What follows belongs to an exercise in optimizing a design on an open flow for small area, a short achievable clock period and few clock cycles per item; a production flow would make more cautious choices. Function was checked by simulation only, so behaviour that the tests miss may differ from the original. Power and IR drop assume default switching activity.

$ cat constraint.sdc
create_clock -name core_clock -period 10.0 [get_ports {clock}]
set_input_delay 2.0000 -clock core_clock [delete_from_list [all_inputs] [get_ports {clock}]]
set_output_delay 2.0000 -clock core_clock [all_outputs]
set_load 0.01 [all_outputs]
$ cat config.mk
export PLATFORM = sky130hd
export DESIGN_NAME = keyExpansionTop
export DESIGN_NICKNAME = keyExpansionTop
export VERILOG_FILES = /design/flow/design.v
export SDC_FILE = /design/flow/constraint.sdc
export NUM_CORES = 4
export LEC_CHECK = 0
export CAP_MARGIN = 20
export CORE_MARGIN = 2
export CORE_UTILIZATION = 40
export SLEW_MARGIN = 20
$ cat run.sh
#!/bin/bash
# synth_recipe.tcl (not shown) runs the flow's synth.tcl, then flattens the netlist and writes it again
# the make line also repeats each setting of config.mk as NAME=value (left out here)
make -C /OpenROAD-flow-scripts/flow DESIGN_CONFIG=/design/flow/config.mk WORK_HOME=/design/flow/orfs CLKGATE_MAP_FILE= SYNTH_SCRIPT=/design/flow/synth_recipe.tcl finish
$ cat design.v
package aesKeyPkg;
	typedef logic [31:0] word32;  
	typedef logic [127:0] aesKey128;  
	typedef logic [1407:0] expandedKey;  
	typedef logic [3:0] roundIndex;
	typedef logic [7:0] rconByte;
	localparam roundIndex numRounds = 4'd10;
	localparam rconByte rconFirst = 8'h01;
	localparam rconByte rconWrap = 8'h1b;  
	typedef struct packed
	{
		logic valid;
		aesKey128 key;
	} loadBeat;
	typedef struct packed
	{
		logic valid;
		roundIndex index;
		aesKey128 key;
	} roundBeat;
	typedef enum logic
	{
		genIdle,
		genRun
	} genState;
endpackage
`timescale 1ns/1ps
module sboxLookup (
	input aesKeyPkg::word32 inWord,
	output aesKeyPkg::word32 outWord
);
	function automatic logic [7:0] subByte(input logic [7:0] inByte);
		logic [127:0] row;
		begin
			case (inByte[7:4])
				4'h0: row = {64'h637c777bf26b6fc5,
					64'h3001672bfed7ab76};
				4'h1: row = {64'hca82c97dfa5947f0,
					64'hadd4a2af9ca472c0};
				4'h2: row = {64'hb7fd9326363ff7cc,
					64'h34a5e5f171d83115};
				4'h3: row = {64'h04c723c31896059a,
					64'h071280e2eb27b275};
				4'h4: row = {64'h09832c1a1b6e5aa0,
					64'h523bd6b329e32f84};
				4'h5: row = {64'h53d100ed20fcb15b,
					64'h6acbbe394a4c58cf};
				4'h6: row = {64'hd0efaafb434d3385,
					64'h45f9027f503c9fa8};
				4'h7: row = {64'h51a3408f929d38f5,
					64'hbcb6da2110fff3d2};
				4'h8: row = {64'hcd0c13ec5f974417,
					64'hc4a77e3d645d1973};
				4'h9: row = {64'h60814fdc222a9088,
					64'h46eeb814de5e0bdb};
				4'ha: row = {64'he0323a0a4906245c,
					64'hc2d3ac629195e479};
				4'hb: row = {64'he7c8376d8dd54ea9,
					64'h6c56f4ea657aae08};
				4'hc: row = {64'hba78252e1ca6b4c6,
					64'he8dd741f4bbd8b8a};
				4'hd: row = {64'h703eb5664803f60e,
					64'h613557b986c11d9e};
				4'he: row = {64'he1f8981169d98e94,
					64'h9b1e87e9ce5528df};
				4'hf: row = {64'h8ca1890dbfe64268,
					64'h41992d0fb054bb16};
			endcase
			subByte = row[{~inByte[3:0], 3'b000} +: 8];
		end
	endfunction
	always_comb
	begin
		for (int b = 0; b < 4; b++)
		begin
			outWord[b * 8 +: 8] = subByte(inWord[b * 8 +: 8]);
		end
	end
endmodule
`timescale 1ns/1ps
module keyLoader (
	input logic clock,
	input logic reset,
	input logic start,
	input aesKeyPkg::aesKey128 cipherKey,
	output aesKeyPkg::loadBeat load
);
	logic loadValid;
	aesKeyPkg::aesKey128 loadKey;
	always_ff @(posedge clock)
	begin
		if (reset)
		begin
			loadValid <= 1'b0;
		end
		else
		begin
			loadValid <= start;  
		end
	end
	always_ff @(posedge clock)
	begin
		if (start)
			loadKey <= cipherKey;
	end
	assign load = {loadValid, loadKey};
endmodule
`timescale 1ns/1ps
module roundKeyGenerator (
	input logic clock,
	input logic reset,
	input aesKeyPkg::loadBeat load,
	output aesKeyPkg::roundBeat round
);
	aesKeyPkg::genState state;
	aesKeyPkg::roundIndex count;  
	aesKeyPkg::rconByte rcon;
	aesKeyPkg::rconByte rconNext;
	aesKeyPkg::aesKey128 keyReg;
	aesKeyPkg::aesKey128 nextKey;
	logic roundValid;
	logic advance;
	aesKeyPkg::word32 lastWord;
	aesKeyPkg::word32 rotWord;
	aesKeyPkg::word32 subWord;
	aesKeyPkg::word32 newWord0;
	aesKeyPkg::word32 newWord1;
	aesKeyPkg::word32 newWord2;
	aesKeyPkg::word32 newWord3;
	assign lastWord = keyReg[31:0];
	assign rotWord = {lastWord[23:0], lastWord[31:24]};  
	sboxLookup sbox (
		.inWord(rotWord),
		.outWord(subWord)
	);
	assign newWord0 = keyReg[127:96] ^ subWord ^ {rcon, 24'h000000};
	assign newWord1 = keyReg[95:64] ^ newWord0;
	assign newWord2 = keyReg[63:32] ^ newWord1;
	assign newWord3 = keyReg[31:0] ^ newWord2;
	assign nextKey = {newWord0, newWord1, newWord2, newWord3};
	assign rconNext = {rcon[6:0], 1'b0} ^ (rcon[7] ? aesKeyPkg::rconWrap : 8'h00);
	assign advance = (state == aesKeyPkg::genRun) && (count != aesKeyPkg::numRounds);
	always_ff @(posedge clock)
	begin
		if (reset)
		begin
			state <= aesKeyPkg::genIdle;
			count <= '0;
			rcon <= aesKeyPkg::rconFirst;
			roundValid <= 1'b0;
		end
		else if (load.valid)
		begin
			state <= aesKeyPkg::genRun;
			count <= '0;
			rcon <= aesKeyPkg::rconFirst;
			roundValid <= 1'b0;
		end
		else
		begin
			case (state)
				aesKeyPkg::genIdle:
				begin
					roundValid <= 1'b0;
				end
				aesKeyPkg::genRun:
				begin
					if (advance)
					begin
						count <= count + 4'd1;
						rcon <= rconNext;
						roundValid <= 1'b1;
					end
					else
					begin
						state <= aesKeyPkg::genIdle;  
						roundValid <= 1'b0;
					end
				end
			endcase
		end
	end
	always_ff @(posedge clock)
	begin
		if (load.valid)
			keyReg <= load.key;  
		else if (advance)
			keyReg <= nextKey;
	end
	assign round = {roundValid, count, keyReg};
endmodule
`timescale 1ns/1ps
module keyScheduleStore (
	input logic clock,
	input logic reset,
	input aesKeyPkg::loadBeat load,
	input aesKeyPkg::roundBeat round,
	output aesKeyPkg::expandedKey keyExp,
	output logic keyExpDone
);
	aesKeyPkg::expandedKey keyExpReg;
	logic doneReg;
	logic [10:0] roundSlot;  
	logic lastRound;
	assign roundSlot = {aesKeyPkg::numRounds - round.index, 7'd0};
	assign lastRound = round.valid && (round.index == aesKeyPkg::numRounds);
	always_ff @(posedge clock)
	begin
		if (reset)
		begin
			keyExpReg <= '0;
			doneReg <= 1'b0;
		end
		else if (load.valid)
		begin
			keyExpReg[1407 -: 128] <= load.key;
			doneReg <= 1'b0;
		end
		else if (round.valid)
		begin
			keyExpReg[roundSlot +: 128] <= round.key;
			if (lastRound)
				doneReg <= 1'b1;
		end
	end
	assign keyExp = keyExpReg;
	assign keyExpDone = doneReg;
endmodule
`timescale 1ns/1ps
module keyExpansionTop (
	input logic clock,
	input logic reset,
	input logic start,
	input aesKeyPkg::aesKey128 cipherKey,
	output aesKeyPkg::expandedKey keyExp,
	output logic keyExpDone
);
	aesKeyPkg::loadBeat load;
	aesKeyPkg::roundBeat round;
	keyLoader loader (
		.clock(clock),
		.reset(reset),
		.start(start),
		.cipherKey(cipherKey),
		.load(load)
	);
	roundKeyGenerator generator (
		.clock(clock),
		.reset(reset),
		.load(load),
		.round(round)
	);
	keyScheduleStore store (
		.clock(clock),
		.reset(reset),
		.load(load),
		.round(round),
		.keyExp(keyExp),
		.keyExpDone(keyExpDone)
	);
endmodule
==> summary.txt <==
==> synthesized netlist by cell type (12+ instances only) <==
master,count
buf_2,84
edfxtp_1,256
a222oi_1,52
and2_1,28
nor3_1,145
ha_1,71
mux4_1,14
mux2_2,23
buf_1,37
a31oi_1,56
nand3_1,64
a211oi_1,22
xor2_1,66
a21o_1,17
a21oi_1,635
buf_4,14
dfxtp_1,1936
o31ai_1,24
mux4_2,145
o211ai_1,25
o21a_1,12
or2_2,18
o22ai_1,18
nand2b_1,22
a21boi_0,15
clkbuf_1,728
or3_1,21
mux2i_1,20
inv_1,17
a22oi_1,924
o21ai_0,279
nand2_1,1096
xnor2_1,103
nor2_1,1272
a221oi_1,80
==> worst min path at each step <==
stage / from / end / slack (ns) / cells past startpoint
final: store.keyExpReg[1078] / store.keyExpReg[1078] / 0.45 / 2
after global routing: store.keyExpReg[1139] / store.keyExpReg[1139] / 0.47 / 2
after CTS: store.keyExpReg[1139] / store.keyExpReg[1139] / 0.45 / 2
after detailed placement: store.keyExpReg[1139] / store.keyExpReg[1139] / 0.45 / 2
after global placement: store.keyExpReg[1095] / store.keyExpReg[1095] / 0.44 / 2
after floorplan: generator.rcon[5] / generator.rcon[6] / 0.46 / 2
==> power by group <==
part | internal (mW) | total (mW) | switching (mW)
Combinational | 6.17 | 21.6 | 15.4
Sequential | 11.0 | 12.5 | 1.47
Clock | 4.95 | 8.71 | 3.76
Total | 22.1 | 42.8 | 20.6
==> layout make-up <==
cell class,count,area [um2],area share
Sequential cell,2192,46400,0.432
Multi-Input combinational cell,5394,32400,0.302
Timing Repair Buffer,1767,17300,0.161
Clock buffer,365,6970,0.0649
Tap cell,2688,3360,0.0313
Clock inverter,61,651,0.00606
Inverter,24,103,0.000955
Antenna cell,39,97.6,0.000909
==> metrics by stage <==
step | setup slack, ns | utilization
floorplan | 4.78 | -
global placement | 3.75 | 0.487
detailed placement | 3.63 | 0.487
CTS | 3.62 | 0.524
global route | 3.15 | 0.525
finish | 3.44 | 0.525
==> metal layers <==
layer | vias up | routed length (um)
met2 | 5087 | 192000
met4 | 22 | 30100
li1 | 32100 | -
met5 | - | 269
met1 | 37900 | 167000
met3 | 991 | 49900
==> critical path, stage by stage, from the launching register on <==
cell and delay, ns:
edfxtp_1 0.60, buf_4 0.54, buf_4 0.43, mux4_2 0.56, mux2i_1 0.19, mux2i_1 0.19
xnor2_1 0.49, mux2i_1 0.25, nand2_1 0.58, clkinv_1 0.85, ha_1 0.80, or3_1 0.55
nand3_1 0.17, o21ai_0 0.13
==> cells by family (layout without fill, tap and decap cells) <==
| logic type | Yosys count | after routing | share of synthesized area |
|---|---|---|---|
| adders and majority gates | 71 | 71 | 0.0108 |
| muxes | 204 | 204 | 0.0501 |
| other | 0 | 39 | 0 |
| buffers and inverters | 899 | 2217 | 0.0441 |
| xor gates and xnor gates | 180 | 180 | 0.0202 |
| DFF | 2192 | 2192 | 0.565 |
| AOI/OAI and AO/OA | 2229 | 2229 | 0.179 |
| and+or+nand+nor | 2710 | 2710 | 0.132 |
==> reports/summary.txt <==
Status - complete, no violations
Asr flop ratio synth - 0
Postcts setup bufs - 0
Synth Instances - 8,485
Post-DR vias/cell - 6.08
CTS buffer count - 230
Crit share post-route - 0.656
Most common cell after layout, fill and taps aside - dfxtp_1
Power Total - 42.8 mW
Worst reg-to-reg path cell count - 13
Fin. max-slew vios - 0
Pwr dens - 398 nW/um2
Die W - 457 um
CP Max Fanout - 24
Post-synth top area share - 0.471
Tmin final - 6.56 ns
GPL Wtd Cong - 1.01
1st-pass router iterations - 9
Final WL - 439 mm
Worst slew pin tran - 1.25 ns
GR Util met3 - 0.123
Hold WS - 0.453 ns
Worst Setup Start Kind - flip-flop
Worst Hold Class - flip-flop to flip-flop
Primary FF master, synth - dfxtp_1
WL per Instance - 35.1 um
VDD IR-drop max - 0.306 mV
Max_slew headroom - 0.165
Core footprint - 205,000 um2
Post-synth net total - 8,687
Final setup vio count - 0
P&R area growth vs syn - 30.6%
Post-DP Area - 99,600 um2
Root buf cell - clkbuf_16
First-pass GRT wire length - 593 mm
Layout cells sized above 1 - 0.0868
Grt met1 use - 0.507
Post-synth EDFFs - 256
RSZ-0062 raised after global routing - no
Most used routing layer - met2
Commonest non-fill, non-tap cells in the layout - dfxtp_1, clkdlybuf4s50_1, nor2_1
DRC violations left - 0
Clock skew - 0.0327 ns
I/O pins - 1,540
Worst-skew pair later-pin latency - 0.90 ns
Grt ovf - 0
Arr. time, crit path - 7.29 ns
Sequential fraction of the synthesis area - 0.565
Synth Area per Inst - 9.69 um2
M2 GR Usage - 0.603
Initial antenna violation count - 69
Gr usage total - 0.402
Max Freq - 152 MHz
Port Buffer Count - 1,539
H-tree levels - 4
CTS Buffer Depth - 3
Cell Area, Synth - 82,300 um2
Post-route antenna net violation count - 0
Nets - 9,811
Initial core utilization - 0.402
Vias in the first global route - 70.3k
Resized cells post-CTS - 0
Post-route insts no fill - 12.5k
Worst setup startpoint - generator.keyReg[24]
Netlist cell types - 83
Finished Cell Area - 107,000 um2
Critical path class - flip-flop to flip-flop
FILL cells - 18.8k
Seq cells post-synth - 2,192
Cts hold-fix bufs - 0
Die Area - 209,000 um2
Placed Cells incl. Taps - 12.1k
Max Cap Viol - 0
R2r setup slk - 3.44 ns
Drt first-iter violations - 11.0k
WP data required - 10.74 ns
Synth top area cells - dfxtp_1, edfxtp_1, a22oi_1
Largest net degree at the start of global routing - 189
Die H - 457 um
Origin of the critical flop-to-flop path - generator.keyReg[24]
Ys Warns - 4
Final Hold Viols - 0
Static Leak - 38.1 nW
DPL Wire Length - 304 mm
TritonCTS clock tree - done
Crit end category - flip-flop
Std cell rows - 166
Synth area leader - dfxtp_1
Total Neg Setup Slack - 0 ns
Worst-path clk slew - 0.06 ns
Via Count - 76.2k
CTS sink cnt - 2,192
Testbench counts, summed over its fixed seeds: cycles 10,400, keys 800.

## separate check: timing with driven ports
The results above use ideal ports. As a check the final layout listed here was re-extracted and re-timed, cells and wires unchanged. Step 1: set_driving_cell puts a clkbuf_16 on clock and a buf_2 on each other input, an assumption about the parent block. Step 2, shift: input delay + t, output delay - t, t = (earliest + latest rising clock arrival at the registers) / 2. This alone moves slack from input paths to output paths. Three values: ideal ports, drivers, drivers and shift; two values: the first two.
t, ns: 0.991
setup WS [ns]: 3.443 / 3.443 / 3.443
pins driven straight from the clock port: 1
After both steps setup and hold are still met in this run. The setup slack of this run moves by 0.000 ns with the drivers and by 0.000 ns with both steps.
